This design comes from an exercise in tuning for small area, a short achievable clock period and few clock cycles per item on the open sky130 flow, not from production work.
The RTL was checked by simulation tests, not by an equivalence proof against the original design.

### design/flow/design.v
module cosine_distance_unit #(
    parameter int W     = 16,
    parameter int FRAC  = 11,
    parameter int TERMS = 4
) (
    input  logic         clk,
    input  logic         reset_n,
    input  logic         start,
    input  logic [W-1:0] x_in,
    input  logic [W-1:0] v_in,
    output logic         busy,
    output logic         done,
    output logic [W-1:0] cos_out,
    output logic [W-1:0] distance,
    output logic         sat
);
    logic s1_q, s2_q, s3_q, done_q;
    logic accept;
    logic [15:0] a_q, b_q, d_q;
    logic        xo_q, hi_q, ds_q;
    logic        sat_q;
    assign busy   = s1_q | s2_q | s3_q;
    assign accept = start & ~busy;
    logic [15:0] x2f;
    assign x2f = {a_q[15], a_q[14:0] | {15{xo_q & ~s3_q}}};
    logic [14:0] bc;
    logic        big;
    assign bc  = b_q[14:0];
    assign big = hi_q | b_q[15];
    logic [22:0] t2_full;
    logic [11:0] term2;
    logic cw464, cw465, cw466, cw467, cw468, cw469, cw470, cw471, cw472, cw473, cw474, cw475, cw476, cw477, cw478, cw479, cw480, cw481, cw482, cw483, cw484, cw485, cw486, cw487, cw488, cw489, cw490, cw491, cw492, cw493, cw494, cw495, cw496, cw497, cw498, cw499, cw500, cw501, cw502, cw503, cw504, cw505, cw506, cw507, cw508, cw509, cw510, cw511, cw512, cw513, cw514, cw515, cw516, cw517, cw518, cw519, cw520, cw521, cw522, cw523, cw524, cw525, cw526, cw527, cw528, cw529, cw530, cw531, cw532, cw533, cw534, cw535, cw536, cw537, cw538, cw539, cw540, cw541, cw542, cw543, cw544, cw545, cw546, cw547, cw548, cw549, cw550, cw551, cw552, cw553, cw554, cw555, cw556, cw557, cw558, cw559, cw560, cw561, cw562, cw563, cw564, cw565, cw566, cw567, cw568, cw569, cw570, cw571, cw572, cw573, cw574, cw575, cw576, cw577, cw578, cw579, cw580, cw581, cw582, cw583, cw584, cw585, cw586, cw587, cw588, cw589, cw590, cw591, cw592, cw593, cw594, cw595, cw596, cw597, cw598, cw599, cw600, cw601, cw602, cw603, cw604, cw605, cw606, cw607, cw608, cw609, cw610, cw611, cw612, cw613, cw614, cw615, cw616, cw617, cw618, cw619, cw620, cw621, cw622, cw623, cw624, cw625, cw626, cw627, cw628, cw629, cw630, cw631, cw632, cw633, cw634, cw635, cw636, cw637, cw638, cw639, cw640, cw641, cw642, cw643, cw644, cw645, cw646, cw647, cw648, cw649, cw650, cw651, cw652, cw653, cw654, cw655, cw656, cw657, cw658, cw659, cw660, cw661, cw662, cw663, cw664, cw665, cw666, cw667, cw668, cw669, cw670, cw671, cw672, cw673, cw674, cw675, cw676, cw677, cw678, cw679, cw680, cw681, cw682, cw683, cw684, cw685, cw686, cw687, cw688, cw689, cw690, cw691, cw692, cw693, cw694, cw695, cw696, cw697, cw698, cw699, cw700, cw701, cw702, cw703, cw704, cw705, cw706, cw707, cw708, cw709, cw710, cw711, cw712, cw713, cw714, cw715, cw716, cw717, cw718, cw719, cw720, cw721, cw722, cw723, cw724, cw725, cw726;
    assign cw464 = bc[5] ^ bc[4];
    assign cw465 = bc[5] & bc[4];
    assign cw466 = bc[6] ^ bc[5] ^ bc[3];
    assign cw467 = (bc[6] & bc[5]) | (bc[6] & bc[3]) | (bc[5] & bc[3]);
    assign cw468 = bc[7] ^ bc[6] ^ bc[4];
    assign cw469 = (bc[7] & bc[6]) | (bc[7] & bc[4]) | (bc[6] & bc[4]);
    assign cw470 = bc[2] ^ bc[0];
    assign cw471 = bc[2] & bc[0];
    assign cw472 = bc[8] ^ bc[7] ^ bc[5];
    assign cw473 = (bc[8] & bc[7]) | (bc[8] & bc[5]) | (bc[7] & bc[5]);
    assign cw474 = bc[3] ^ bc[1] ^ 1'b1;
    assign cw475 = (bc[3] & bc[1]) | (bc[3] & 1'b1) | (bc[1] & 1'b1);
    assign cw476 = bc[9] ^ bc[8] ^ bc[6];
    assign cw477 = (bc[9] & bc[8]) | (bc[9] & bc[6]) | (bc[8] & bc[6]);
    assign cw478 = bc[4] ^ bc[2] ^ 1'b1;
    assign cw479 = (bc[4] & bc[2]) | (bc[4] & 1'b1) | (bc[2] & 1'b1);
    assign cw480 = bc[10] ^ bc[9] ^ bc[7];
    assign cw481 = (bc[10] & bc[9]) | (bc[10] & bc[7]) | (bc[9] & bc[7]);
    assign cw482 = bc[5] ^ bc[3] ^ 1'b1;
    assign cw483 = (bc[5] & bc[3]) | (bc[5] & 1'b1) | (bc[3] & 1'b1);
    assign cw484 = bc[11] ^ bc[10] ^ bc[8];
    assign cw485 = (bc[11] & bc[10]) | (bc[11] & bc[8]) | (bc[10] & bc[8]);
    assign cw486 = bc[6] ^ bc[4];
    assign cw487 = bc[6] & bc[4];
    assign cw488 = bc[12] ^ bc[11] ^ bc[9];
    assign cw489 = (bc[12] & bc[11]) | (bc[12] & bc[9]) | (bc[11] & bc[9]);
    assign cw490 = bc[7] ^ bc[5];
    assign cw491 = bc[7] & bc[5];
    assign cw492 = bc[13] ^ bc[12] ^ bc[10];
    assign cw493 = (bc[13] & bc[12]) | (bc[13] & bc[10]) | (bc[12] & bc[10]);
    assign cw494 = bc[8] ^ bc[6];
    assign cw495 = bc[8] & bc[6];
    assign cw496 = bc[14] ^ bc[13] ^ bc[11];
    assign cw497 = (bc[14] & bc[13]) | (bc[14] & bc[11]) | (bc[13] & bc[11]);
    assign cw498 = bc[9] ^ bc[7];
    assign cw499 = bc[9] & bc[7];
    assign cw500 = bc[14] ^ bc[12] ^ bc[10];
    assign cw501 = (bc[14] & bc[12]) | (bc[14] & bc[10]) | (bc[12] & bc[10]);
    assign cw502 = bc[3] ^ bc[2];
    assign cw503 = bc[3] & bc[2];
    assign cw504 = bc[4] ^ bc[3] ^ bc[1];
    assign cw505 = (bc[4] & bc[3]) | (bc[4] & bc[1]) | (bc[3] & bc[1]);
    assign cw506 = bc[2] ^ bc[0] ^ 1'b1;
    assign cw507 = (bc[2] & bc[0]) | (bc[2] & 1'b1) | (bc[0] & 1'b1);
    assign cw508 = bc[1] ^ 1'b1 ^ cw465;
    assign cw509 = (bc[1] & 1'b1) | (bc[1] & cw465) | (1'b1 & cw465);
    assign cw510 = 1'b1 ^ cw467 ^ cw468;
    assign cw511 = (1'b1 & cw467) | (1'b1 & cw468) | (cw467 & cw468);
    assign cw512 = cw469 ^ cw471 ^ cw472;
    assign cw513 = (cw469 & cw471) | (cw469 & cw472) | (cw471 & cw472);
    assign cw514 = cw473 ^ cw475 ^ cw476;
    assign cw515 = (cw473 & cw475) | (cw473 & cw476) | (cw475 & cw476);
    assign cw516 = cw477 ^ cw479 ^ cw480;
    assign cw517 = (cw477 & cw479) | (cw477 & cw480) | (cw479 & cw480);
    assign cw518 = cw481 ^ cw483 ^ cw484;
    assign cw519 = (cw481 & cw483) | (cw481 & cw484) | (cw483 & cw484);
    assign cw520 = cw485 ^ cw487 ^ cw488;
    assign cw521 = (cw485 & cw487) | (cw485 & cw488) | (cw487 & cw488);
    assign cw522 = cw489 ^ cw491 ^ cw492;
    assign cw523 = (cw489 & cw491) | (cw489 & cw492) | (cw491 & cw492);
    assign cw524 = cw493 ^ cw495 ^ cw496;
    assign cw525 = (cw493 & cw495) | (cw493 & cw496) | (cw495 & cw496);
    assign cw526 = bc[8] ^ cw497 ^ cw499;
    assign cw527 = (bc[8] & cw497) | (bc[8] & cw499) | (cw497 & cw499);
    assign cw528 = bc[13] ^ bc[11] ^ bc[9];
    assign cw529 = (bc[13] & bc[11]) | (bc[13] & bc[9]) | (bc[11] & bc[9]);
    assign cw530 = bc[14] ^ bc[12];
    assign cw531 = bc[14] & bc[12];
    assign cw532 = bc[1] ^ bc[0];
    assign cw533 = bc[1] & bc[0];
    assign cw534 = bc[2] ^ bc[1] ^ 1'b1;
    assign cw535 = (bc[2] & bc[1]) | (bc[2] & 1'b1) | (bc[1] & 1'b1);
    assign cw536 = bc[0] ^ 1'b1 ^ cw502;
    assign cw537 = (bc[0] & 1'b1) | (bc[0] & cw502) | (1'b1 & cw502);
    assign cw538 = 1'b1 ^ cw503 ^ cw504;
    assign cw539 = (1'b1 & cw503) | (1'b1 & cw504) | (cw503 & cw504);
    assign cw540 = cw464 ^ cw505 ^ cw506;
    assign cw541 = (cw464 & cw505) | (cw464 & cw506) | (cw505 & cw506);
    assign cw542 = cw466 ^ cw507 ^ cw508;
    assign cw543 = (cw466 & cw507) | (cw466 & cw508) | (cw507 & cw508);
    assign cw544 = cw470 ^ cw509 ^ cw510;
    assign cw545 = (cw470 & cw509) | (cw470 & cw510) | (cw509 & cw510);
    assign cw546 = cw474 ^ cw511 ^ cw512;
    assign cw547 = (cw474 & cw511) | (cw474 & cw512) | (cw511 & cw512);
    assign cw548 = cw478 ^ cw513 ^ cw514;
    assign cw549 = (cw478 & cw513) | (cw478 & cw514) | (cw513 & cw514);
    assign cw550 = cw482 ^ cw515 ^ cw516;
    assign cw551 = (cw482 & cw515) | (cw482 & cw516) | (cw515 & cw516);
    assign cw552 = cw486 ^ cw517 ^ cw518;
    assign cw553 = (cw486 & cw517) | (cw486 & cw518) | (cw517 & cw518);
    assign cw554 = cw490 ^ cw519 ^ cw520;
    assign cw555 = (cw490 & cw519) | (cw490 & cw520) | (cw519 & cw520);
    assign cw556 = cw494 ^ cw521 ^ cw522;
    assign cw557 = (cw494 & cw521) | (cw494 & cw522) | (cw521 & cw522);
    assign cw558 = cw498 ^ cw523 ^ cw524;
    assign cw559 = (cw498 & cw523) | (cw498 & cw524) | (cw523 & cw524);
    assign cw560 = cw500 ^ cw525 ^ cw526;
    assign cw561 = (cw500 & cw525) | (cw500 & cw526) | (cw525 & cw526);
    assign cw562 = cw501 ^ cw527 ^ cw528;
    assign cw563 = (cw501 & cw527) | (cw501 & cw528) | (cw527 & cw528);
    assign cw564 = bc[10] ^ cw529 ^ cw530;
    assign cw565 = (bc[10] & cw529) | (bc[10] & cw530) | (cw529 & cw530);
    assign cw566 = bc[13] ^ bc[11] ^ cw531;
    assign cw567 = (bc[13] & bc[11]) | (bc[13] & cw531) | (bc[11] & cw531);
    assign cw568 = bc[14] ^ bc[12];
    assign cw569 = bc[14] & bc[12];
    assign cw570 = bc[0] & 1'b1;
    assign cw571 = bc[0] ^ 1'b1;
    assign cw572 = 1'b1 & cw532;
    assign cw573 = 1'b1 ^ cw532;
    assign cw574 = cw533 & cw534;
    assign cw575 = cw533 ^ cw534;
    assign cw576 = cw535 & cw536;
    assign cw577 = cw535 ^ cw536;
    assign cw578 = cw537 & cw538;
    assign cw579 = cw537 ^ cw538;
    assign cw580 = cw539 & cw540;
    assign cw581 = cw539 ^ cw540;
    assign cw582 = cw541 & cw542;
    assign cw583 = cw541 ^ cw542;
    assign cw584 = cw543 & cw544;
    assign cw585 = cw543 ^ cw544;
    assign cw586 = cw545 & cw546;
    assign cw587 = cw545 ^ cw546;
    assign cw588 = cw547 & cw548;
    assign cw589 = cw547 ^ cw548;
    assign cw590 = cw549 & cw550;
    assign cw591 = cw549 ^ cw550;
    assign cw592 = cw551 & cw552;
    assign cw593 = cw551 ^ cw552;
    assign cw594 = cw553 & cw554;
    assign cw595 = cw553 ^ cw554;
    assign cw596 = cw555 & cw556;
    assign cw597 = cw555 ^ cw556;
    assign cw598 = cw557 & cw558;
    assign cw599 = cw557 ^ cw558;
    assign cw600 = cw559 & cw560;
    assign cw601 = cw559 ^ cw560;
    assign cw602 = cw561 & cw562;
    assign cw603 = cw561 ^ cw562;
    assign cw604 = cw563 & cw564;
    assign cw605 = cw563 ^ cw564;
    assign cw606 = cw565 & cw566;
    assign cw607 = cw565 ^ cw566;
    assign cw608 = cw567 & cw568;
    assign cw609 = cw567 ^ cw568;
    assign cw610 = bc[13] & cw569;
    assign cw611 = bc[13] ^ cw569;
    assign cw612 = cw572 | (cw573 & cw570);
    assign cw613 = cw573 & cw571;
    assign cw614 = cw576 | (cw577 & cw574);
    assign cw615 = cw577 & cw575;
    assign cw616 = cw580 | (cw581 & cw578);
    assign cw617 = cw581 & cw579;
    assign cw618 = cw584 | (cw585 & cw582);
    assign cw619 = cw585 & cw583;
    assign cw620 = cw588 | (cw589 & cw586);
    assign cw621 = cw589 & cw587;
    assign cw622 = cw592 | (cw593 & cw590);
    assign cw623 = cw593 & cw591;
    assign cw624 = cw596 | (cw597 & cw594);
    assign cw625 = cw597 & cw595;
    assign cw626 = cw600 | (cw601 & cw598);
    assign cw627 = cw601 & cw599;
    assign cw628 = cw604 | (cw605 & cw602);
    assign cw629 = cw605 & cw603;
    assign cw630 = cw608 | (cw609 & cw606);
    assign cw631 = cw609 & cw607;
    assign cw632 = 1'b0 | (bc[14] & cw610);
    assign cw633 = bc[14] & cw611;
    assign cw634 = cw574 | (cw575 & cw612);
    assign cw635 = cw575 & cw613;
    assign cw636 = cw614 | (cw615 & cw612);
    assign cw637 = cw615 & cw613;
    assign cw638 = cw582 | (cw583 & cw616);
    assign cw639 = cw583 & cw617;
    assign cw640 = cw618 | (cw619 & cw616);
    assign cw641 = cw619 & cw617;
    assign cw642 = cw590 | (cw591 & cw620);
    assign cw643 = cw591 & cw621;
    assign cw644 = cw622 | (cw623 & cw620);
    assign cw645 = cw623 & cw621;
    assign cw646 = cw598 | (cw599 & cw624);
    assign cw647 = cw599 & cw625;
    assign cw648 = cw626 | (cw627 & cw624);
    assign cw649 = cw627 & cw625;
    assign cw650 = cw606 | (cw607 & cw628);
    assign cw651 = cw607 & cw629;
    assign cw652 = cw630 | (cw631 & cw628);
    assign cw653 = cw631 & cw629;
    assign cw654 = 1'b0;
    assign cw655 = cw578 | (cw579 & cw636);
    assign cw656 = cw579 & cw637;
    assign cw657 = cw616 | (cw617 & cw636);
    assign cw658 = cw617 & cw637;
    assign cw659 = cw638 | (cw639 & cw636);
    assign cw660 = cw639 & cw637;
    assign cw661 = cw640 | (cw641 & cw636);
    assign cw662 = cw641 & cw637;
    assign cw663 = cw594 | (cw595 & cw644);
    assign cw664 = cw595 & cw645;
    assign cw665 = cw624 | (cw625 & cw644);
    assign cw666 = cw625 & cw645;
    assign cw667 = cw646 | (cw647 & cw644);
    assign cw668 = cw647 & cw645;
    assign cw669 = cw648 | (cw649 & cw644);
    assign cw670 = cw649 & cw645;
    assign cw671 = cw610 | (cw611 & cw652);
    assign cw672 = cw611 & cw653;
    assign cw673 = cw632 | (cw633 & cw652);
    assign cw674 = cw633 & cw653;
    assign cw675 = cw654;
    assign cw676 = cw586 | (cw587 & cw661);
    assign cw677 = cw587 & cw662;
    assign cw678 = cw620 | (cw621 & cw661);
    assign cw679 = cw621 & cw662;
    assign cw680 = cw642 | (cw643 & cw661);
    assign cw681 = cw643 & cw662;
    assign cw682 = cw644 | (cw645 & cw661);
    assign cw683 = cw645 & cw662;
    assign cw684 = cw663 | (cw664 & cw661);
    assign cw685 = cw664 & cw662;
    assign cw686 = cw665 | (cw666 & cw661);
    assign cw687 = cw666 & cw662;
    assign cw688 = cw667 | (cw668 & cw661);
    assign cw689 = cw668 & cw662;
    assign cw690 = cw669 | (cw670 & cw661);
    assign cw691 = cw670 & cw662;
    assign cw692 = cw602 | (cw603 & cw690);
    assign cw693 = cw603 & cw691;
    assign cw694 = cw628 | (cw629 & cw690);
    assign cw695 = cw629 & cw691;
    assign cw696 = cw650 | (cw651 & cw690);
    assign cw697 = cw651 & cw691;
    assign cw698 = cw652 | (cw653 & cw690);
    assign cw699 = cw653 & cw691;
    assign cw700 = cw671 | (cw672 & cw690);
    assign cw701 = cw672 & cw691;
    assign cw702 = cw673 | (cw674 & cw690);
    assign cw703 = cw674 & cw691;
    assign cw704 = cw675;
    assign cw705 = cw573 ^ cw570;
    assign cw706 = cw575 ^ cw612;
    assign cw707 = cw577 ^ cw634;
    assign cw708 = cw579 ^ cw636;
    assign cw709 = cw581 ^ cw655;
    assign cw710 = cw583 ^ cw657;
    assign cw711 = cw585 ^ cw659;
    assign cw712 = cw587 ^ cw661;
    assign cw713 = cw589 ^ cw676;
    assign cw714 = cw591 ^ cw678;
    assign cw715 = cw593 ^ cw680;
    assign cw716 = cw595 ^ cw682;
    assign cw717 = cw597 ^ cw684;
    assign cw718 = cw599 ^ cw686;
    assign cw719 = cw601 ^ cw688;
    assign cw720 = cw603 ^ cw690;
    assign cw721 = cw605 ^ cw692;
    assign cw722 = cw607 ^ cw694;
    assign cw723 = cw609 ^ cw696;
    assign cw724 = cw611 ^ cw698;
    assign cw725 = bc[14] ^ cw700;
    assign cw726 = 1'b0 ^ cw702;
    assign t2_full = {cw726, cw725, cw724, cw723, cw722, cw721, cw720, cw719, cw718, cw717, cw716, cw715, cw714, cw713, cw712, cw711, cw710, cw709, cw708, cw707, cw706, cw705, cw571};
    assign term2   = big ? 12'd2736 : t2_full[22:11];
    logic [19:0] t3_full;
    logic [15:0] expr3;
    assign t3_full = bc * 5'd17;
    assign expr3   = d_q - {5'd0, (big ? 11'd1087 : t3_full[19:9])};
    logic [15:0] mr;
    logic [14:0] mcand;
    assign mr = busy ? x2f : {{2{x_in[13]}}, x_in[13:0]};
    always_comb begin
        if (s1_q) mcand = {1'b0, x2f[14:1]};
        else if (s2_q) mcand = {3'd0, term2};
        else if (s3_q) mcand = expr3[14:0];
        else mcand = {x_in[13], x_in[13:0]};
    end
    logic [15:0] me;
    logic [16:0] bx;
    logic [15:0] row [8];
    logic [29:0] negv;
    logic [29:0] prod;
    assign me = {mcand[14], mcand};
    assign bx = {mr, 1'b0};
    always_comb begin
        negv = '0;
        for (int i = 0; i < 8; i++) begin
            logic b0, b1, b2, one, two, neg;
            b0  = bx[2*i];
            b1  = bx[2*i+1];
            b2  = bx[2*i+2];
            one = b0 ^ b1;
            two = (b2 & ~b1 & ~b0) | (~b2 & b1 & b0);
            neg = b2;
            for (int j = 0; j < 16; j++) begin
                row[i][j] = ((one & me[j]) | (two & ((j == 0) ? 1'b0 : me[j-1]))) ^ neg;
            end
            negv[2*i] = neg;
        end
    end
    logic tw1, tw2, tw3, tw4, tw5, tw6, tw7, tw8, tw9, tw10, tw11, tw12, tw13, tw14, tw15, tw16, tw17, tw18, tw19, tw20, tw21, tw22, tw23, tw24, tw25, tw26, tw27, tw28, tw29, tw30, tw31, tw32, tw33, tw34, tw35, tw36, tw37, tw38, tw39, tw40, tw41, tw42, tw43, tw44, tw45, tw46, tw47, tw48, tw49, tw50, tw51, tw52, tw53, tw54, tw55, tw56, tw57, tw58, tw59, tw60, tw61, tw62, tw63, tw64, tw65, tw66, tw67, tw68, tw69, tw70, tw71, tw72, tw73, tw74, tw75, tw76, tw77, tw78, tw79, tw80, tw81, tw82, tw83, tw84, tw85, tw86, tw87, tw88, tw89, tw90, tw91, tw92, tw93, tw94, tw95, tw96, tw97, tw98, tw99, tw100, tw101, tw102, tw103, tw104, tw105, tw106, tw107, tw108, tw109, tw110, tw111, tw112, tw113, tw114, tw115, tw116, tw117, tw118, tw119, tw120, tw121, tw122, tw123, tw124, tw125, tw126, tw127, tw128, tw129, tw130, tw131, tw132, tw133, tw134, tw135, tw136, tw137, tw138, tw139, tw140, tw141, tw142, tw143, tw144, tw145, tw146, tw147, tw148, tw149, tw150, tw151, tw152, tw153, tw154, tw155, tw156, tw157, tw158, tw159, tw160, tw161, tw162, tw163, tw164, tw165, tw166, tw167, tw168, tw169, tw170, tw171, tw172, tw173, tw174, tw175, tw176, tw177, tw178, tw179, tw180, tw181, tw182, tw183, tw184, tw185, tw186, tw187, tw188, tw189, tw190, tw191, tw192, tw193, tw194, tw195, tw196, tw197, tw198, tw199, tw200, tw201, tw202, tw203, tw204, tw205, tw206, tw207, tw208, tw209, tw210, tw211, tw212, tw213, tw214, tw215, tw216, tw217, tw218, tw219, tw220, tw221, tw222, tw223, tw224, tw225, tw226, tw227, tw228, tw229, tw230, tw231, tw232, tw233, tw234, tw235, tw236, tw237, tw238, tw239, tw240, tw241, tw242, tw243, tw244, tw245, tw246, tw247, tw248, tw249, tw250, tw251, tw252, tw253, tw254, tw255, tw256, tw257, tw258, tw259, tw260, tw261, tw262, tw263, tw264, tw265, tw266, tw267, tw268, tw269, tw270, tw271, tw272, tw273, tw274, tw275, tw276, tw277, tw278, tw279, tw280, tw281, tw282, tw283, tw284, tw285, tw286, tw287, tw288, tw289, tw290, tw291, tw292, tw293, tw294, tw295, tw296, tw297, tw298, tw299, tw300, tw301, tw302, tw303, tw304, tw305, tw306, tw307, tw308, tw309, tw310, tw311, tw312, tw313, tw314, tw315, tw316, tw317, tw318, tw319, tw320, tw321, tw322, tw323, tw324, tw325, tw326, tw327, tw328, tw329, tw330, tw331, tw332, tw333, tw334, tw335, tw336, tw337, tw338, tw339, tw340, tw341, tw342, tw343, tw344, tw345, tw346, tw347, tw348, tw349, tw350, tw351, tw352, tw353, tw354, tw355, tw356, tw357, tw358, tw359, tw360, tw361, tw362, tw363, tw364, tw365, tw366, tw367, tw368, tw369, tw370, tw371, tw372, tw373, tw374, tw375, tw376, tw377, tw378, tw379, tw380, tw381, tw382, tw383, tw384, tw385, tw386, tw387, tw388, tw389, tw390, tw391, tw392, tw393, tw394, tw395, tw396, tw397, tw398, tw399, tw400, tw401, tw402, tw403, tw404, tw405, tw406, tw407, tw408, tw409, tw410, tw411, tw412, tw413, tw414, tw415, tw416, tw417, tw418, tw419, tw420, tw421, tw422, tw423, tw424, tw425, tw426, tw427, tw428, tw429, tw430, tw431, tw432, tw433, tw434, tw435, tw436, tw437, tw438, tw439, tw440, tw441, tw442, tw443, tw444, tw445, tw446, tw447, tw448, tw449, tw450, tw451, tw452, tw453, tw454, tw455, tw456, tw457, tw458, tw459, tw460, tw461, tw462, tw463;
    assign tw1 = row[0][8] ^ row[1][6];
    assign tw2 = row[0][8] & row[1][6];
    assign tw3 = row[0][9] ^ row[1][7];
    assign tw4 = row[0][9] & row[1][7];
    assign tw5 = row[0][10] ^ row[1][8] ^ row[2][6];
    assign tw6 = (row[0][10] & row[1][8]) | (row[0][10] & row[2][6]) | (row[1][8] & row[2][6]);
    assign tw7 = row[3][4] ^ row[4][2];
    assign tw8 = row[3][4] & row[4][2];
    assign tw9 = row[0][11] ^ row[1][9] ^ row[2][7];
    assign tw10 = (row[0][11] & row[1][9]) | (row[0][11] & row[2][7]) | (row[1][9] & row[2][7]);
    assign tw11 = row[0][12] ^ row[1][10] ^ row[2][8];
    assign tw12 = (row[0][12] & row[1][10]) | (row[0][12] & row[2][8]) | (row[1][10] & row[2][8]);
    assign tw13 = row[3][6] ^ row[4][4];
    assign tw14 = row[3][6] & row[4][4];
    assign tw15 = row[0][13] ^ row[1][11] ^ row[2][9];
    assign tw16 = (row[0][13] & row[1][11]) | (row[0][13] & row[2][9]) | (row[1][11] & row[2][9]);
    assign tw17 = row[3][7] ^ row[4][5];
    assign tw18 = row[3][7] & row[4][5];
    assign tw19 = row[0][14] ^ row[1][12] ^ row[2][10];
    assign tw20 = (row[0][14] & row[1][12]) | (row[0][14] & row[2][10]) | (row[1][12] & row[2][10]);
    assign tw21 = row[3][8] ^ row[4][6] ^ row[5][4];
    assign tw22 = (row[3][8] & row[4][6]) | (row[3][8] & row[5][4]) | (row[4][6] & row[5][4]);
    assign tw23 = row[6][2] ^ row[7][0];
    assign tw24 = row[6][2] & row[7][0];
    assign tw25 = ~row[0][15] ^ row[1][13] ^ row[2][11];
    assign tw26 = (~row[0][15] & row[1][13]) | (~row[0][15] & row[2][11]) | (row[1][13] & row[2][11]);
    assign tw27 = row[3][9] ^ row[4][7] ^ row[5][5];
    assign tw28 = (row[3][9] & row[4][7]) | (row[3][9] & row[5][5]) | (row[4][7] & row[5][5]);
    assign tw29 = row[6][3] ^ row[7][1] ^ 1'b1;
    assign tw30 = (row[6][3] & row[7][1]) | (row[6][3] & 1'b1) | (row[7][1] & 1'b1);
    assign tw31 = row[1][14] ^ row[2][12] ^ row[3][10];
    assign tw32 = (row[1][14] & row[2][12]) | (row[1][14] & row[3][10]) | (row[2][12] & row[3][10]);
    assign tw33 = row[4][8] ^ row[5][6] ^ row[6][4];
    assign tw34 = (row[4][8] & row[5][6]) | (row[4][8] & row[6][4]) | (row[5][6] & row[6][4]);
    assign tw35 = row[7][2] ^ 1'b1;
    assign tw36 = row[7][2] & 1'b1;
    assign tw37 = ~row[1][15] ^ row[2][13] ^ row[3][11];
    assign tw38 = (~row[1][15] & row[2][13]) | (~row[1][15] & row[3][11]) | (row[2][13] & row[3][11]);
    assign tw39 = row[4][9] ^ row[5][7] ^ row[6][5];
    assign tw40 = (row[4][9] & row[5][7]) | (row[4][9] & row[6][5]) | (row[5][7] & row[6][5]);
    assign tw41 = row[2][14] ^ row[3][12] ^ row[4][10];
    assign tw42 = (row[2][14] & row[3][12]) | (row[2][14] & row[4][10]) | (row[3][12] & row[4][10]);
    assign tw43 = row[5][8] ^ row[6][6];
    assign tw44 = row[5][8] & row[6][6];
    assign tw45 = ~row[2][15] ^ row[3][13] ^ row[4][11];
    assign tw46 = (~row[2][15] & row[3][13]) | (~row[2][15] & row[4][11]) | (row[3][13] & row[4][11]);
    assign tw47 = row[3][14] ^ row[4][12];
    assign tw48 = row[3][14] & row[4][12];
    assign tw49 = row[0][4] ^ row[1][2];
    assign tw50 = row[0][4] & row[1][2];
    assign tw51 = row[0][5] ^ row[1][3];
    assign tw52 = row[0][5] & row[1][3];
    assign tw53 = row[0][6] ^ row[1][4] ^ row[2][2];
    assign tw54 = (row[0][6] & row[1][4]) | (row[0][6] & row[2][2]) | (row[1][4] & row[2][2]);
    assign tw55 = row[3][0] ^ negv[6];
    assign tw56 = row[3][0] & negv[6];
    assign tw57 = row[0][7] ^ row[1][5] ^ row[2][3];
    assign tw58 = (row[0][7] & row[1][5]) | (row[0][7] & row[2][3]) | (row[1][5] & row[2][3]);
    assign tw59 = row[3][1] ^ s1_q;
    assign tw60 = row[3][1] & s1_q;
    assign tw61 = row[2][4] ^ row[3][2] ^ row[4][0];
    assign tw62 = (row[2][4] & row[3][2]) | (row[2][4] & row[4][0]) | (row[3][2] & row[4][0]);
    assign tw63 = negv[8] ^ s1_q ^ tw1;
    assign tw64 = (negv[8] & s1_q) | (negv[8] & tw1) | (s1_q & tw1);
    assign tw65 = row[2][5] ^ row[3][3] ^ row[4][1];
    assign tw66 = (row[2][5] & row[3][3]) | (row[2][5] & row[4][1]) | (row[3][3] & row[4][1]);
    assign tw67 = s1_q ^ tw2 ^ tw3;
    assign tw68 = (s1_q & tw2) | (s1_q & tw3) | (tw2 & tw3);
    assign tw69 = row[5][0] ^ negv[10] ^ s1_q;
    assign tw70 = (row[5][0] & negv[10]) | (row[5][0] & s1_q) | (negv[10] & s1_q);
    assign tw71 = tw4 ^ tw5 ^ tw7;
    assign tw72 = (tw4 & tw5) | (tw4 & tw7) | (tw5 & tw7);
    assign tw73 = row[3][5] ^ row[4][3] ^ row[5][1];
    assign tw74 = (row[3][5] & row[4][3]) | (row[3][5] & row[5][1]) | (row[4][3] & row[5][1]);
    assign tw75 = tw6 ^ tw8 ^ tw9;
    assign tw76 = (tw6 & tw8) | (tw6 & tw9) | (tw8 & tw9);
    assign tw77 = row[5][2] ^ row[6][0] ^ negv[12];
    assign tw78 = (row[5][2] & row[6][0]) | (row[5][2] & negv[12]) | (row[6][0] & negv[12]);
    assign tw79 = tw10 ^ tw11 ^ tw13;
    assign tw80 = (tw10 & tw11) | (tw10 & tw13) | (tw11 & tw13);
    assign tw81 = row[5][3] ^ row[6][1] ^ tw12;
    assign tw82 = (row[5][3] & row[6][1]) | (row[5][3] & tw12) | (row[6][1] & tw12);
    assign tw83 = tw14 ^ tw15 ^ tw17;
    assign tw84 = (tw14 & tw15) | (tw14 & tw17) | (tw15 & tw17);
    assign tw85 = negv[14] ^ tw16 ^ tw18;
    assign tw86 = (negv[14] & tw16) | (negv[14] & tw18) | (tw16 & tw18);
    assign tw87 = tw19 ^ tw21 ^ tw23;
    assign tw88 = (tw19 & tw21) | (tw19 & tw23) | (tw21 & tw23);
    assign tw89 = tw20 ^ tw22 ^ tw24;
    assign tw90 = (tw20 & tw22) | (tw20 & tw24) | (tw22 & tw24);
    assign tw91 = tw25 ^ tw27 ^ tw29;
    assign tw92 = (tw25 & tw27) | (tw25 & tw29) | (tw27 & tw29);
    assign tw93 = tw26 ^ tw28 ^ tw30;
    assign tw94 = (tw26 & tw28) | (tw26 & tw30) | (tw28 & tw30);
    assign tw95 = tw31 ^ tw33 ^ tw35;
    assign tw96 = (tw31 & tw33) | (tw31 & tw35) | (tw33 & tw35);
    assign tw97 = row[7][3] ^ tw32 ^ tw34;
    assign tw98 = (row[7][3] & tw32) | (row[7][3] & tw34) | (tw32 & tw34);
    assign tw99 = tw36 ^ tw37 ^ tw39;
    assign tw100 = (tw36 & tw37) | (tw36 & tw39) | (tw37 & tw39);
    assign tw101 = row[7][4] ^ 1'b1 ^ tw38;
    assign tw102 = (row[7][4] & 1'b1) | (row[7][4] & tw38) | (1'b1 & tw38);
    assign tw103 = tw40 ^ tw41 ^ tw43;
    assign tw104 = (tw40 & tw41) | (tw40 & tw43) | (tw41 & tw43);
    assign tw105 = row[5][9] ^ row[6][7] ^ row[7][5];
    assign tw106 = (row[5][9] & row[6][7]) | (row[5][9] & row[7][5]) | (row[6][7] & row[7][5]);
    assign tw107 = tw42 ^ tw44 ^ tw45;
    assign tw108 = (tw42 & tw44) | (tw42 & tw45) | (tw44 & tw45);
    assign tw109 = row[5][10] ^ row[6][8] ^ row[7][6];
    assign tw110 = (row[5][10] & row[6][8]) | (row[5][10] & row[7][6]) | (row[6][8] & row[7][6]);
    assign tw111 = 1'b1 ^ tw46 ^ tw47;
    assign tw112 = (1'b1 & tw46) | (1'b1 & tw47) | (tw46 & tw47);
    assign tw113 = ~row[3][15] ^ row[4][13] ^ row[5][11];
    assign tw114 = (~row[3][15] & row[4][13]) | (~row[3][15] & row[5][11]) | (row[4][13] & row[5][11]);
    assign tw115 = row[6][9] ^ row[7][7] ^ tw48;
    assign tw116 = (row[6][9] & row[7][7]) | (row[6][9] & tw48) | (row[7][7] & tw48);
    assign tw117 = row[4][14] ^ row[5][12] ^ row[6][10];
    assign tw118 = (row[4][14] & row[5][12]) | (row[4][14] & row[6][10]) | (row[5][12] & row[6][10]);
    assign tw119 = row[7][8] ^ 1'b1;
    assign tw120 = row[7][8] & 1'b1;
    assign tw121 = ~row[4][15] ^ row[5][13] ^ row[6][11];
    assign tw122 = (~row[4][15] & row[5][13]) | (~row[4][15] & row[6][11]) | (row[5][13] & row[6][11]);
    assign tw123 = row[5][14] ^ row[6][12];
    assign tw124 = row[5][14] & row[6][12];
    assign tw125 = row[0][2] ^ row[1][0];
    assign tw126 = row[0][2] & row[1][0];
    assign tw127 = row[0][3] ^ row[1][1];
    assign tw128 = row[0][3] & row[1][1];
    assign tw129 = row[2][0] ^ negv[4] ^ s1_q;
    assign tw130 = (row[2][0] & negv[4]) | (row[2][0] & s1_q) | (negv[4] & s1_q);
    assign tw131 = row[2][1] ^ s1_q ^ tw50;
    assign tw132 = (row[2][1] & s1_q) | (row[2][1] & tw50) | (s1_q & tw50);
    assign tw133 = s1_q ^ tw52 ^ tw53;
    assign tw134 = (s1_q & tw52) | (s1_q & tw53) | (tw52 & tw53);
    assign tw135 = tw54 ^ tw56 ^ tw57;
    assign tw136 = (tw54 & tw56) | (tw54 & tw57) | (tw56 & tw57);
    assign tw137 = tw58 ^ tw60 ^ tw61;
    assign tw138 = (tw58 & tw60) | (tw58 & tw61) | (tw60 & tw61);
    assign tw139 = tw62 ^ tw64 ^ tw65;
    assign tw140 = (tw62 & tw64) | (tw62 & tw65) | (tw64 & tw65);
    assign tw141 = tw66 ^ tw68 ^ tw69;
    assign tw142 = (tw66 & tw68) | (tw66 & tw69) | (tw68 & tw69);
    assign tw143 = tw70 ^ tw72 ^ tw73;
    assign tw144 = (tw70 & tw72) | (tw70 & tw73) | (tw72 & tw73);
    assign tw145 = tw74 ^ tw76 ^ tw77;
    assign tw146 = (tw74 & tw76) | (tw74 & tw77) | (tw76 & tw77);
    assign tw147 = tw78 ^ tw80 ^ tw81;
    assign tw148 = (tw78 & tw80) | (tw78 & tw81) | (tw80 & tw81);
    assign tw149 = tw82 ^ tw84 ^ tw85;
    assign tw150 = (tw82 & tw84) | (tw82 & tw85) | (tw84 & tw85);
    assign tw151 = tw86 ^ tw88 ^ tw89;
    assign tw152 = (tw86 & tw88) | (tw86 & tw89) | (tw88 & tw89);
    assign tw153 = tw90 ^ tw92 ^ tw93;
    assign tw154 = (tw90 & tw92) | (tw90 & tw93) | (tw92 & tw93);
    assign tw155 = tw94 ^ tw96 ^ tw97;
    assign tw156 = (tw94 & tw96) | (tw94 & tw97) | (tw96 & tw97);
    assign tw157 = tw98 ^ tw100 ^ tw101;
    assign tw158 = (tw98 & tw100) | (tw98 & tw101) | (tw100 & tw101);
    assign tw159 = tw102 ^ tw104 ^ tw105;
    assign tw160 = (tw102 & tw104) | (tw102 & tw105) | (tw104 & tw105);
    assign tw161 = tw106 ^ tw108 ^ tw109;
    assign tw162 = (tw106 & tw108) | (tw106 & tw109) | (tw108 & tw109);
    assign tw163 = tw110 ^ tw112 ^ tw113;
    assign tw164 = (tw110 & tw112) | (tw110 & tw113) | (tw112 & tw113);
    assign tw165 = tw114 ^ tw116 ^ tw117;
    assign tw166 = (tw114 & tw116) | (tw114 & tw117) | (tw116 & tw117);
    assign tw167 = row[7][9] ^ tw118 ^ tw120;
    assign tw168 = (row[7][9] & tw118) | (row[7][9] & tw120) | (tw118 & tw120);
    assign tw169 = row[7][10] ^ 1'b1 ^ tw122;
    assign tw170 = (row[7][10] & 1'b1) | (row[7][10] & tw122) | (1'b1 & tw122);
    assign tw171 = ~row[5][15] ^ row[6][13] ^ row[7][11];
    assign tw172 = (~row[5][15] & row[6][13]) | (~row[5][15] & row[7][11]) | (row[6][13] & row[7][11]);
    assign tw173 = row[6][14] ^ row[7][12];
    assign tw174 = row[6][14] & row[7][12];
    assign tw175 = row[0][0] ^ negv[0];
    assign tw176 = row[0][0] & negv[0];
    assign tw177 = row[0][1] ^ s1_q;
    assign tw178 = row[0][1] & s1_q;
    assign tw179 = negv[2] ^ s1_q ^ tw125;
    assign tw180 = (negv[2] & s1_q) | (negv[2] & tw125) | (s1_q & tw125);
    assign tw181 = s1_q ^ tw126 ^ tw127;
    assign tw182 = (s1_q & tw126) | (s1_q & tw127) | (tw126 & tw127);
    assign tw183 = tw49 ^ tw128 ^ tw129;
    assign tw184 = (tw49 & tw128) | (tw49 & tw129) | (tw128 & tw129);
    assign tw185 = tw51 ^ tw130 ^ tw131;
    assign tw186 = (tw51 & tw130) | (tw51 & tw131) | (tw130 & tw131);
    assign tw187 = tw55 ^ tw132 ^ tw133;
    assign tw188 = (tw55 & tw132) | (tw55 & tw133) | (tw132 & tw133);
    assign tw189 = tw59 ^ tw134 ^ tw135;
    assign tw190 = (tw59 & tw134) | (tw59 & tw135) | (tw134 & tw135);
    assign tw191 = tw63 ^ tw136 ^ tw137;
    assign tw192 = (tw63 & tw136) | (tw63 & tw137) | (tw136 & tw137);
    assign tw193 = tw67 ^ tw138 ^ tw139;
    assign tw194 = (tw67 & tw138) | (tw67 & tw139) | (tw138 & tw139);
    assign tw195 = tw71 ^ tw140 ^ tw141;
    assign tw196 = (tw71 & tw140) | (tw71 & tw141) | (tw140 & tw141);
    assign tw197 = tw75 ^ tw142 ^ tw143;
    assign tw198 = (tw75 & tw142) | (tw75 & tw143) | (tw142 & tw143);
    assign tw199 = tw79 ^ tw144 ^ tw145;
    assign tw200 = (tw79 & tw144) | (tw79 & tw145) | (tw144 & tw145);
    assign tw201 = tw83 ^ tw146 ^ tw147;
    assign tw202 = (tw83 & tw146) | (tw83 & tw147) | (tw146 & tw147);
    assign tw203 = tw87 ^ tw148 ^ tw149;
    assign tw204 = (tw87 & tw148) | (tw87 & tw149) | (tw148 & tw149);
    assign tw205 = tw91 ^ tw150 ^ tw151;
    assign tw206 = (tw91 & tw150) | (tw91 & tw151) | (tw150 & tw151);
    assign tw207 = tw95 ^ tw152 ^ tw153;
    assign tw208 = (tw95 & tw152) | (tw95 & tw153) | (tw152 & tw153);
    assign tw209 = tw99 ^ tw154 ^ tw155;
    assign tw210 = (tw99 & tw154) | (tw99 & tw155) | (tw154 & tw155);
    assign tw211 = tw103 ^ tw156 ^ tw157;
    assign tw212 = (tw103 & tw156) | (tw103 & tw157) | (tw156 & tw157);
    assign tw213 = tw107 ^ tw158 ^ tw159;
    assign tw214 = (tw107 & tw158) | (tw107 & tw159) | (tw158 & tw159);
    assign tw215 = tw111 ^ tw160 ^ tw161;
    assign tw216 = (tw111 & tw160) | (tw111 & tw161) | (tw160 & tw161);
    assign tw217 = tw115 ^ tw162 ^ tw163;
    assign tw218 = (tw115 & tw162) | (tw115 & tw163) | (tw162 & tw163);
    assign tw219 = tw119 ^ tw164 ^ tw165;
    assign tw220 = (tw119 & tw164) | (tw119 & tw165) | (tw164 & tw165);
    assign tw221 = tw121 ^ tw166 ^ tw167;
    assign tw222 = (tw121 & tw166) | (tw121 & tw167) | (tw166 & tw167);
    assign tw223 = tw123 ^ tw168 ^ tw169;
    assign tw224 = (tw123 & tw168) | (tw123 & tw169) | (tw168 & tw169);
    assign tw225 = tw124 ^ tw170 ^ tw171;
    assign tw226 = (tw124 & tw170) | (tw124 & tw171) | (tw170 & tw171);
    assign tw227 = 1'b1 ^ tw172 ^ tw173;
    assign tw228 = (1'b1 & tw172) | (1'b1 & tw173) | (tw172 & tw173);
    assign tw229 = ~row[6][15] ^ row[7][13] ^ tw174;
    assign tw230 = (~row[6][15] & row[7][13]) | (~row[6][15] & tw174) | (row[7][13] & tw174);
    assign tw231 = row[7][14] ^ 1'b1;
    assign tw232 = row[7][14] & 1'b1;
    assign tw233 = s1_q & tw175;
    assign tw234 = s1_q ^ tw175;
    assign tw235 = tw176 & tw177;
    assign tw236 = tw176 ^ tw177;
    assign tw237 = tw178 & tw179;
    assign tw238 = tw178 ^ tw179;
    assign tw239 = tw180 & tw181;
    assign tw240 = tw180 ^ tw181;
    assign tw241 = tw182 & tw183;
    assign tw242 = tw182 ^ tw183;
    assign tw243 = tw184 & tw185;
    assign tw244 = tw184 ^ tw185;
    assign tw245 = tw186 & tw187;
    assign tw246 = tw186 ^ tw187;
    assign tw247 = tw188 & tw189;
    assign tw248 = tw188 ^ tw189;
    assign tw249 = tw190 & tw191;
    assign tw250 = tw190 ^ tw191;
    assign tw251 = tw192 & tw193;
    assign tw252 = tw192 ^ tw193;
    assign tw253 = tw194 & tw195;
    assign tw254 = tw194 ^ tw195;
    assign tw255 = tw196 & tw197;
    assign tw256 = tw196 ^ tw197;
    assign tw257 = tw198 & tw199;
    assign tw258 = tw198 ^ tw199;
    assign tw259 = tw200 & tw201;
    assign tw260 = tw200 ^ tw201;
    assign tw261 = tw202 & tw203;
    assign tw262 = tw202 ^ tw203;
    assign tw263 = tw204 & tw205;
    assign tw264 = tw204 ^ tw205;
    assign tw265 = tw206 & tw207;
    assign tw266 = tw206 ^ tw207;
    assign tw267 = tw208 & tw209;
    assign tw268 = tw208 ^ tw209;
    assign tw269 = tw210 & tw211;
    assign tw270 = tw210 ^ tw211;
    assign tw271 = tw212 & tw213;
    assign tw272 = tw212 ^ tw213;
    assign tw273 = tw214 & tw215;
    assign tw274 = tw214 ^ tw215;
    assign tw275 = tw216 & tw217;
    assign tw276 = tw216 ^ tw217;
    assign tw277 = tw218 & tw219;
    assign tw278 = tw218 ^ tw219;
    assign tw279 = tw220 & tw221;
    assign tw280 = tw220 ^ tw221;
    assign tw281 = tw222 & tw223;
    assign tw282 = tw222 ^ tw223;
    assign tw283 = tw224 & tw225;
    assign tw284 = tw224 ^ tw225;
    assign tw285 = tw226 & tw227;
    assign tw286 = tw226 ^ tw227;
    assign tw287 = tw228 & tw229;
    assign tw288 = tw228 ^ tw229;
    assign tw289 = tw230 & tw231;
    assign tw290 = tw230 ^ tw231;
    assign tw291 = ~row[7][15] & tw232;
    assign tw292 = ~row[7][15] ^ tw232;
    assign tw293 = tw235 | (tw236 & tw233);
    assign tw294 = tw236 & tw234;
    assign tw295 = tw239 | (tw240 & tw237);
    assign tw296 = tw240 & tw238;
    assign tw297 = tw243 | (tw244 & tw241);
    assign tw298 = tw244 & tw242;
    assign tw299 = tw247 | (tw248 & tw245);
    assign tw300 = tw248 & tw246;
    assign tw301 = tw251 | (tw252 & tw249);
    assign tw302 = tw252 & tw250;
    assign tw303 = tw255 | (tw256 & tw253);
    assign tw304 = tw256 & tw254;
    assign tw305 = tw259 | (tw260 & tw257);
    assign tw306 = tw260 & tw258;
    assign tw307 = tw263 | (tw264 & tw261);
    assign tw308 = tw264 & tw262;
    assign tw309 = tw267 | (tw268 & tw265);
    assign tw310 = tw268 & tw266;
    assign tw311 = tw271 | (tw272 & tw269);
    assign tw312 = tw272 & tw270;
    assign tw313 = tw275 | (tw276 & tw273);
    assign tw314 = tw276 & tw274;
    assign tw315 = tw279 | (tw280 & tw277);
    assign tw316 = tw280 & tw278;
    assign tw317 = tw283 | (tw284 & tw281);
    assign tw318 = tw284 & tw282;
    assign tw319 = tw287 | (tw288 & tw285);
    assign tw320 = tw288 & tw286;
    assign tw321 = tw291 | (tw292 & tw289);
    assign tw322 = tw292 & tw290;
    assign tw323 = tw237 | (tw238 & tw293);
    assign tw324 = tw238 & tw294;
    assign tw325 = tw295 | (tw296 & tw293);
    assign tw326 = tw296 & tw294;
    assign tw327 = tw245 | (tw246 & tw297);
    assign tw328 = tw246 & tw298;
    assign tw329 = tw299 | (tw300 & tw297);
    assign tw330 = tw300 & tw298;
    assign tw331 = tw253 | (tw254 & tw301);
    assign tw332 = tw254 & tw302;
    assign tw333 = tw303 | (tw304 & tw301);
    assign tw334 = tw304 & tw302;
    assign tw335 = tw261 | (tw262 & tw305);
    assign tw336 = tw262 & tw306;
    assign tw337 = tw307 | (tw308 & tw305);
    assign tw338 = tw308 & tw306;
    assign tw339 = tw269 | (tw270 & tw309);
    assign tw340 = tw270 & tw310;
    assign tw341 = tw311 | (tw312 & tw309);
    assign tw342 = tw312 & tw310;
    assign tw343 = tw277 | (tw278 & tw313);
    assign tw344 = tw278 & tw314;
    assign tw345 = tw315 | (tw316 & tw313);
    assign tw346 = tw316 & tw314;
    assign tw347 = tw285 | (tw286 & tw317);
    assign tw348 = tw286 & tw318;
    assign tw349 = tw319 | (tw320 & tw317);
    assign tw350 = tw320 & tw318;
    assign tw351 = tw241 | (tw242 & tw325);
    assign tw352 = tw242 & tw326;
    assign tw353 = tw297 | (tw298 & tw325);
    assign tw354 = tw298 & tw326;
    assign tw355 = tw327 | (tw328 & tw325);
    assign tw356 = tw328 & tw326;
    assign tw357 = tw329 | (tw330 & tw325);
    assign tw358 = tw330 & tw326;
    assign tw359 = tw257 | (tw258 & tw333);
    assign tw360 = tw258 & tw334;
    assign tw361 = tw305 | (tw306 & tw333);
    assign tw362 = tw306 & tw334;
    assign tw363 = tw335 | (tw336 & tw333);
    assign tw364 = tw336 & tw334;
    assign tw365 = tw337 | (tw338 & tw333);
    assign tw366 = tw338 & tw334;
    assign tw367 = tw273 | (tw274 & tw341);
    assign tw368 = tw274 & tw342;
    assign tw369 = tw313 | (tw314 & tw341);
    assign tw370 = tw314 & tw342;
    assign tw371 = tw343 | (tw344 & tw341);
    assign tw372 = tw344 & tw342;
    assign tw373 = tw345 | (tw346 & tw341);
    assign tw374 = tw346 & tw342;
    assign tw375 = tw289 | (tw290 & tw349);
    assign tw376 = tw290 & tw350;
    assign tw377 = tw321 | (tw322 & tw349);
    assign tw378 = tw322 & tw350;
    assign tw379 = tw249 | (tw250 & tw357);
    assign tw380 = tw250 & tw358;
    assign tw381 = tw301 | (tw302 & tw357);
    assign tw382 = tw302 & tw358;
    assign tw383 = tw331 | (tw332 & tw357);
    assign tw384 = tw332 & tw358;
    assign tw385 = tw333 | (tw334 & tw357);
    assign tw386 = tw334 & tw358;
    assign tw387 = tw359 | (tw360 & tw357);
    assign tw388 = tw360 & tw358;
    assign tw389 = tw361 | (tw362 & tw357);
    assign tw390 = tw362 & tw358;
    assign tw391 = tw363 | (tw364 & tw357);
    assign tw392 = tw364 & tw358;
    assign tw393 = tw365 | (tw366 & tw357);
    assign tw394 = tw366 & tw358;
    assign tw395 = tw281 | (tw282 & tw373);
    assign tw396 = tw282 & tw374;
    assign tw397 = tw317 | (tw318 & tw373);
    assign tw398 = tw318 & tw374;
    assign tw399 = tw347 | (tw348 & tw373);
    assign tw400 = tw348 & tw374;
    assign tw401 = tw349 | (tw350 & tw373);
    assign tw402 = tw350 & tw374;
    assign tw403 = tw375 | (tw376 & tw373);
    assign tw404 = tw376 & tw374;
    assign tw405 = tw377 | (tw378 & tw373);
    assign tw406 = tw378 & tw374;
    assign tw407 = tw265 | (tw266 & tw393);
    assign tw408 = tw266 & tw394;
    assign tw409 = tw309 | (tw310 & tw393);
    assign tw410 = tw310 & tw394;
    assign tw411 = tw339 | (tw340 & tw393);
    assign tw412 = tw340 & tw394;
    assign tw413 = tw341 | (tw342 & tw393);
    assign tw414 = tw342 & tw394;
    assign tw415 = tw367 | (tw368 & tw393);
    assign tw416 = tw368 & tw394;
    assign tw417 = tw369 | (tw370 & tw393);
    assign tw418 = tw370 & tw394;
    assign tw419 = tw371 | (tw372 & tw393);
    assign tw420 = tw372 & tw394;
    assign tw421 = tw373 | (tw374 & tw393);
    assign tw422 = tw374 & tw394;
    assign tw423 = tw395 | (tw396 & tw393);
    assign tw424 = tw396 & tw394;
    assign tw425 = tw397 | (tw398 & tw393);
    assign tw426 = tw398 & tw394;
    assign tw427 = tw399 | (tw400 & tw393);
    assign tw428 = tw400 & tw394;
    assign tw429 = tw401 | (tw402 & tw393);
    assign tw430 = tw402 & tw394;
    assign tw431 = tw403 | (tw404 & tw393);
    assign tw432 = tw404 & tw394;
    assign tw433 = tw405 | (tw406 & tw393);
    assign tw434 = tw406 & tw394;
    assign tw435 = tw236 ^ tw233;
    assign tw436 = tw238 ^ tw293;
    assign tw437 = tw240 ^ tw323;
    assign tw438 = tw242 ^ tw325;
    assign tw439 = tw244 ^ tw351;
    assign tw440 = tw246 ^ tw353;
    assign tw441 = tw248 ^ tw355;
    assign tw442 = tw250 ^ tw357;
    assign tw443 = tw252 ^ tw379;
    assign tw444 = tw254 ^ tw381;
    assign tw445 = tw256 ^ tw383;
    assign tw446 = tw258 ^ tw385;
    assign tw447 = tw260 ^ tw387;
    assign tw448 = tw262 ^ tw389;
    assign tw449 = tw264 ^ tw391;
    assign tw450 = tw266 ^ tw393;
    assign tw451 = tw268 ^ tw407;
    assign tw452 = tw270 ^ tw409;
    assign tw453 = tw272 ^ tw411;
    assign tw454 = tw274 ^ tw413;
    assign tw455 = tw276 ^ tw415;
    assign tw456 = tw278 ^ tw417;
    assign tw457 = tw280 ^ tw419;
    assign tw458 = tw282 ^ tw421;
    assign tw459 = tw284 ^ tw423;
    assign tw460 = tw286 ^ tw425;
    assign tw461 = tw288 ^ tw427;
    assign tw462 = tw290 ^ tw429;
    assign tw463 = tw292 ^ tw431;
    assign prod = {tw463, tw462, tw461, tw460, tw459, tw458, tw457, tw456, tw455, tw454, tw453, tw452, tw451, tw450, tw449, tw448, tw447, tw446, tw445, tw444, tw443, tw442, tw441, tw440, tw439, tw438, tw437, tw436, tw435, tw234};
    logic x2ovf;
    assign x2ovf = (x_in[15:13] != 3'b000 && x_in[15:13] != 3'b111) || prod[26];
    logic sat1, sat3;
    assign sat1 = hi_q | (b_q[15] & (b_q[14:0] != 15'd0));
    assign sat3 = hi_q | (d_q[15] ^ ds_q);
    logic [15:0] e2;
    assign e2 = 16'd2048 - {2'b00, x2f[14:1]} + {4'd0, term2};
    always_ff @(posedge clk or negedge reset_n) begin
        if (!reset_n) begin
            s1_q   <= 1'b0;
            s2_q   <= 1'b0;
            s3_q   <= 1'b0;
            done_q <= 1'b0;
        end else begin
            s1_q <= accept;
            s2_q <= s1_q;
            s3_q <= s2_q;
            if (accept) done_q <= 1'b0;
            else if (s3_q) done_q <= 1'b1;
        end
    end
    always_ff @(posedge clk) begin
        if (accept) a_q <= {1'b0, prod[25:11]};
        else if (s2_q) a_q <= d_q;
        if (accept) xo_q <= x2ovf;
        if (s1_q | s2_q) b_q <= prod[26:11];
        else if (s3_q) b_q <= expr3;
        if (busy) begin
            hi_q <= (s3_q ? ((prod[29:27] != 3'b000) && (prod[29:27] != 3'b111))
                          : (prod[29:27] != 3'b000));
            ds_q <= prod[29];
        end
        if (accept) d_q <= v_in;
        else if (s2_q) d_q <= e2;
        else if (s3_q) d_q <= prod[26:11];
        if (accept) sat_q <= x2ovf;
        else if (s2_q) sat_q <= sat_q | sat1;
        else if (s3_q) sat_q <= sat_q | big;
    end
    assign done     = done_q;
    assign cos_out  = b_q;
    assign distance = sat3 ? (ds_q ? 16'h8000 : 16'h7fff) : d_q;
    assign sat      = sat_q | sat3;
endmodule
### design/flow/run.sh
#!/bin/bash
# synth_recipe.tcl (not shown) runs the flow's synth.tcl, then flattens the netlist and writes it again
# the make line also repeats each setting of config.mk as NAME=value (left out here)
make -C /OpenROAD-flow-scripts/flow DESIGN_CONFIG=/design/flow/config.mk WORK_HOME=/design/flow/orfs CLKGATE_MAP_FILE= SYNTH_SCRIPT=/design/flow/synth_recipe.tcl finish
### design/flow/config.mk
export PLATFORM = sky130hd
export DESIGN_NAME = cosine_distance_unit
export DESIGN_NICKNAME = cosine_distance_unit
export VERILOG_FILES = /design/flow/design.v
export SDC_FILE = /design/flow/constraint.sdc
export NUM_CORES = 4
export LEC_CHECK = 0
export ABC_AREA = 1
export CAP_MARGIN = 0
export CORE_MARGIN = 2
export CORE_UTILIZATION = 55
export PLACE_DENSITY = 0.65
export SETUP_SLACK_MARGIN = 5
export SLEW_MARGIN = 0
export TNS_END_PERCENT = 5
### design/flow/constraint.sdc
create_clock -name core_clock -period 12.0 [get_ports {clk}]
set_input_delay 2.4000 -clock core_clock [delete_from_list [all_inputs] [get_ports {clk}]]
set_output_delay 2.4000 -clock core_clock [all_outputs]
set_load 0.01 [all_outputs]
==> summary.md <==
| Metric | Value |
|---|---|
| Final Critical Period | `8.586 ns` |
| Slowest cell on the critical path | `fa_1` |
| FMAX | `116.5 MHz` |
| #FFs+latches synth | `56` |
| First-pass GRT wire length | `74550 µm` |
| WP data arrival | `8.62 ns` |
| Post-synth EDFFs | `51` |
| GRT Residual Overflow | `0` |
| Clock Tree Root | `clkbuf_16` |
| Hold WC Path Type | `reg2reg` |
| Share of layout cells above drive strength 1 | `15.14%` |
| Cell Area, Synth | `0.01411 mm²` |
| H-tree depth | `2` |
| Antenna diodes | `0` |
| Hpwl dp | `37370 µm` |
| Initial DRC count | `1469` |
| Initial core utilization | `56.02%` |
| Synth Area in Adders | `30.16%` |
| YS warnings | `2` |
| IO Port Bufs | `69` |
| Num CTS Buffers | `5` |
| Clock transition at the registers of the reported paths | `0.09 ns` |
| Total iterations of the first detailed-routing run | `6` |
| Routed wire length | `49080 µm` |
| Post-synthesis simple-gate area fraction | `29.08%` |
| Final Slew Violations | `0` |
| Post-synth cell types | `61` |
| DRC Markers | `0` |
| Skew final | `0.01562 ns` |
| CP Launch Type | `flop` |
| Fin Setup TNS | `0 ns` |
| Clock latency (worst-skew pair) | `0.31 ns` |
| Max incr delay on CP | `0.55 ns` |
| Syn Inst Count | `2064` |
| Hold_buf cts | `0` |
| Clock Path Buffers | `2` |
| GP Congestion | `0.9404` |
| Sequential share of the synthesized area | `11.71%` |
| Area of the die | `0.02694 mm²` |
| Period utilization | `71.55%` |
| Top cell by count, worst path | `fa_1` |
| DIE WIDTH | `164.1 µm` |
| Slew headroom | `29.15%` |
| Ports | `70` |
| Status | `no timing/DRC/antenna violations` |
| Vias in the first global route | `13660` |
| Sink Count | `56` |
| Max FO, Critical Path | `8` |
| DR vias | `14550` |
| Tot GR Track Use | `36.26%` |
| Ys flop type | `edfxtp_1` |
| Final Hold Viols | `0` |
| Core area | `0.02518 mm²` |
| XOR/XNOR share of the synthesized area | `5.402%` |
| Critical Path End Type | `flop` |
| Die height | `164.1 µm` |
| Setup CP Type | `reg2reg` |
| Crit path required time | `12.03 ns` |
| WL/cell | `19.66 µm` |
| Post-synth ARST share | `7.143%` |
| Post-synthesis mux area share | `0%` |
| Synthesized area per cell | `6.834 µm²` |
| Vias per std cell | `5.825` |
| RSZ-0062 raised after global routing | `true` |
| CTS tree | `done` |
| Initial antenna violation count | `0` |
| # nets final | `2466` |
| Final setup fails | `0` |
| ANT nets after route | `0` |
| Largest family of logic cells by synthesized area | `adder cells` |
| Num rows | `58` |
| Max-Cap Viols | `0` |
| Layout area overhead | `17.78%` |
| Worst slew pin tran | `1.060 ns` |
| Post-synth net total | `2364` |
| Largest net degree at the start of global routing | `36` |
| Compound-Gate Fraction of Synth Area | `11.66%` |
-- worst paths after layout --
kind | from | endpoint | slack, ns | cells after the start
max in group asynchronous | reset_n | s1_q | 9.57 | 1
min in group asynchronous | reset_n | done_q | 2.28 | 1
worst min register to register | done_q | done_q | 0.50 | 2
worst max register to register | b_q[7] | a_q[10] | 3.41 | 45
worst min-delay path | done_q | done_q | 0.50 | 2
worst max-delay path | b_q[7] | a_q[10] | 3.41 | 45
-- what timing repair did --
| item | CTS | global route |
|---|---|---|
| pin swaps | 35 | 72 |
| buffers inserted | 54 | 23 |
| resized for setup | 81 | 86 |
| hold endpoints to repair | 0 | 0 |
| endpoints found under the setup margin | 51 | 51 |
| gates cloned | 1 | 0 |
-- cells in the final DEF, fill, tap and decap left out, types with 7 or more instances in the layout --
cell,count
nand2_1,581
inv_1,314
nand3_1,179
ha_1,111
fa_1,108
nor2_1,76
o21ai_0,74
buf_4,72
xor2_1,69
clkdlybuf4s50_1,69
a21oi_1,66
edfxtp_1,51
o21ai_1,39
inv_2,36
nand2_2,32
ha_4,27
fa_2,17
nor2_2,14
nand3_2,14
nand4_1,11
a21oi_2,11
nand2_4,10
o211ai_1,10
xnor2_1,10
o22ai_1,10
buf_6,10
o21bai_1,9
nor2_4,8
nor3_2,7
nor3_1,7
o21ai_2,7
-- metal layers --
| metal | vias to the layer above | global-route usage [%] | wire (µm) |
|---|---|---|---|
| li1 | 6781 | - | - |
| met1 | 6838 | 51.07 | 20410 |
| met2 | 789 | 59.40 | 22460 |
| met3 | 137 | 3.384 | 4489 |
| met4 | 0 | 10.33 | 1722 |
| met5 | - | 0 | 0 |
-- cell type report --
type,instances,area [µm²]
Clock inverter,3,21.27
Fill cell,2316,8568
Timing Repair Buffer,156,1439
Clock buffer,5,125.1
Multi-Input combinational cell,1588,11600
Inverter,359,1368
Sequential cell,56,1652
Tap cell,330,412.9
-- logic make-up (layout without fill, tap and decap cells) --
family | after synthesis | count (layout)
xor+xnor | 87 | 87
fa+ha+maj | 265 | 265
simple gates | 959 | 960
compound gates | 276 | 276
flops | 56 | 56
buf+inv | 421 | 523
-- flip-flops by register name, indices dropped and copies added (netlist names) --
register / cells
xo_q: 1
done_q: 1
hi_q: 1
d_q: 16
ds_q: 1
b_q: 16
s2_q: 1
s1_q: 1
a_q: 16
sat_q: 1
s3_q: 1
-- synthesized netlist by cell type (4+ instances only) --
master	count	area, µm²
a21o_1	5	37.54
buf_4	13	97.59
o21ai_4	4	65.06
a31oi_1	6	37.54
o211ai_1	10	75.07
a21oi_1	76	380.4
nand3_1	191	955.9
o21ai_0	85	425.4
xnor2_1	13	113.9
inv_2	18	67.56
dfrtp_1	4	100.1
nor2_4	5	56.30
ha_1	140	1752
o22ai_1	13	81.33
buf_6	4	45.04
nor3_1	15	75.07
o21bai_1	9	67.56
fa_1	125	2502
edfxtp_1	51	1531
xor2_1	74	648.1
nand4_1	11	68.82
o21a_1	6	45.04
inv_1	338	1269
o21ai_2	6	52.55
buf_2	13	65.06
nand2_1	606	2275
nor2_1	82	307.8
clkbuf_1	23	86.33
o221ai_1	6	52.55
or2_2	7	43.79
nor2_2	11	68.82
nand2_2	14	87.58
buf_1	8	30.03
o21ai_1	31	155.2
-- metrics by stage --
step                      setup slack, ns  hold slack (ns)  util (%)  area, µm²  cells
after detailed placement            2.664           0.4772     59.80      15060   2411
after global routing                3.139           0.5516     65.97      16610   2497
final                               3.414           0.5019     65.97      16610   2497
after floorplan                     3.991           0.3745         -      14230   2064
after CTS                           3.742           0.5025     63.60      16020   2474
after global placement              2.756           0.4764     59.80      15060   2411
-- critical path, delay by kind of cell (launching register included) --
| family | cells | cell delay, ns |
|---|---|---|
| AND/OR/NAND/NOR | 15 | 1.54 |
| buffers and inverters | 11 | 1.00 |
| AO/OA/AOI/OAI | 7 | 1.13 |
| adder cells (fa/ha/maj) | 10 | 3.95 |
| flip-flops | 1 | 0.36 |
| XOR/XNOR | 2 | 0.31 |
Testbench counts, summed over its fixed seeds: cycles 6,400, items 1,600.

-- static timing again, ports no longer ideal --
No port has a modelled driver above. Below, the same layout with a new extraction and two added sets of constraints.
Step 1 assumes that a clkbuf_16 drives the clock port and a buf_2 every other input.
Step 2 moves the port delays by t, midway between the first and last clock arrival at a register: inputs arrive t later, outputs are due t later. That takes back most of the time a late clock gives input paths.
Slacks: ideal ports / drivers / drivers and shift; pairs: ideal ports / drivers.
t (ns): 0.349
setup slack, ns: 3.414 / 3.414 / 3.283
clock arrival spread, ns: 0.016 / 0.015
worst register clock-pin slew, ns: 0.09 / 0.09
cell pins on the clock port's net: 1
After both steps this run still meets setup and hold. The setup slack of this run moves by 0.000 ns with the drivers and by -0.131 ns with both steps.
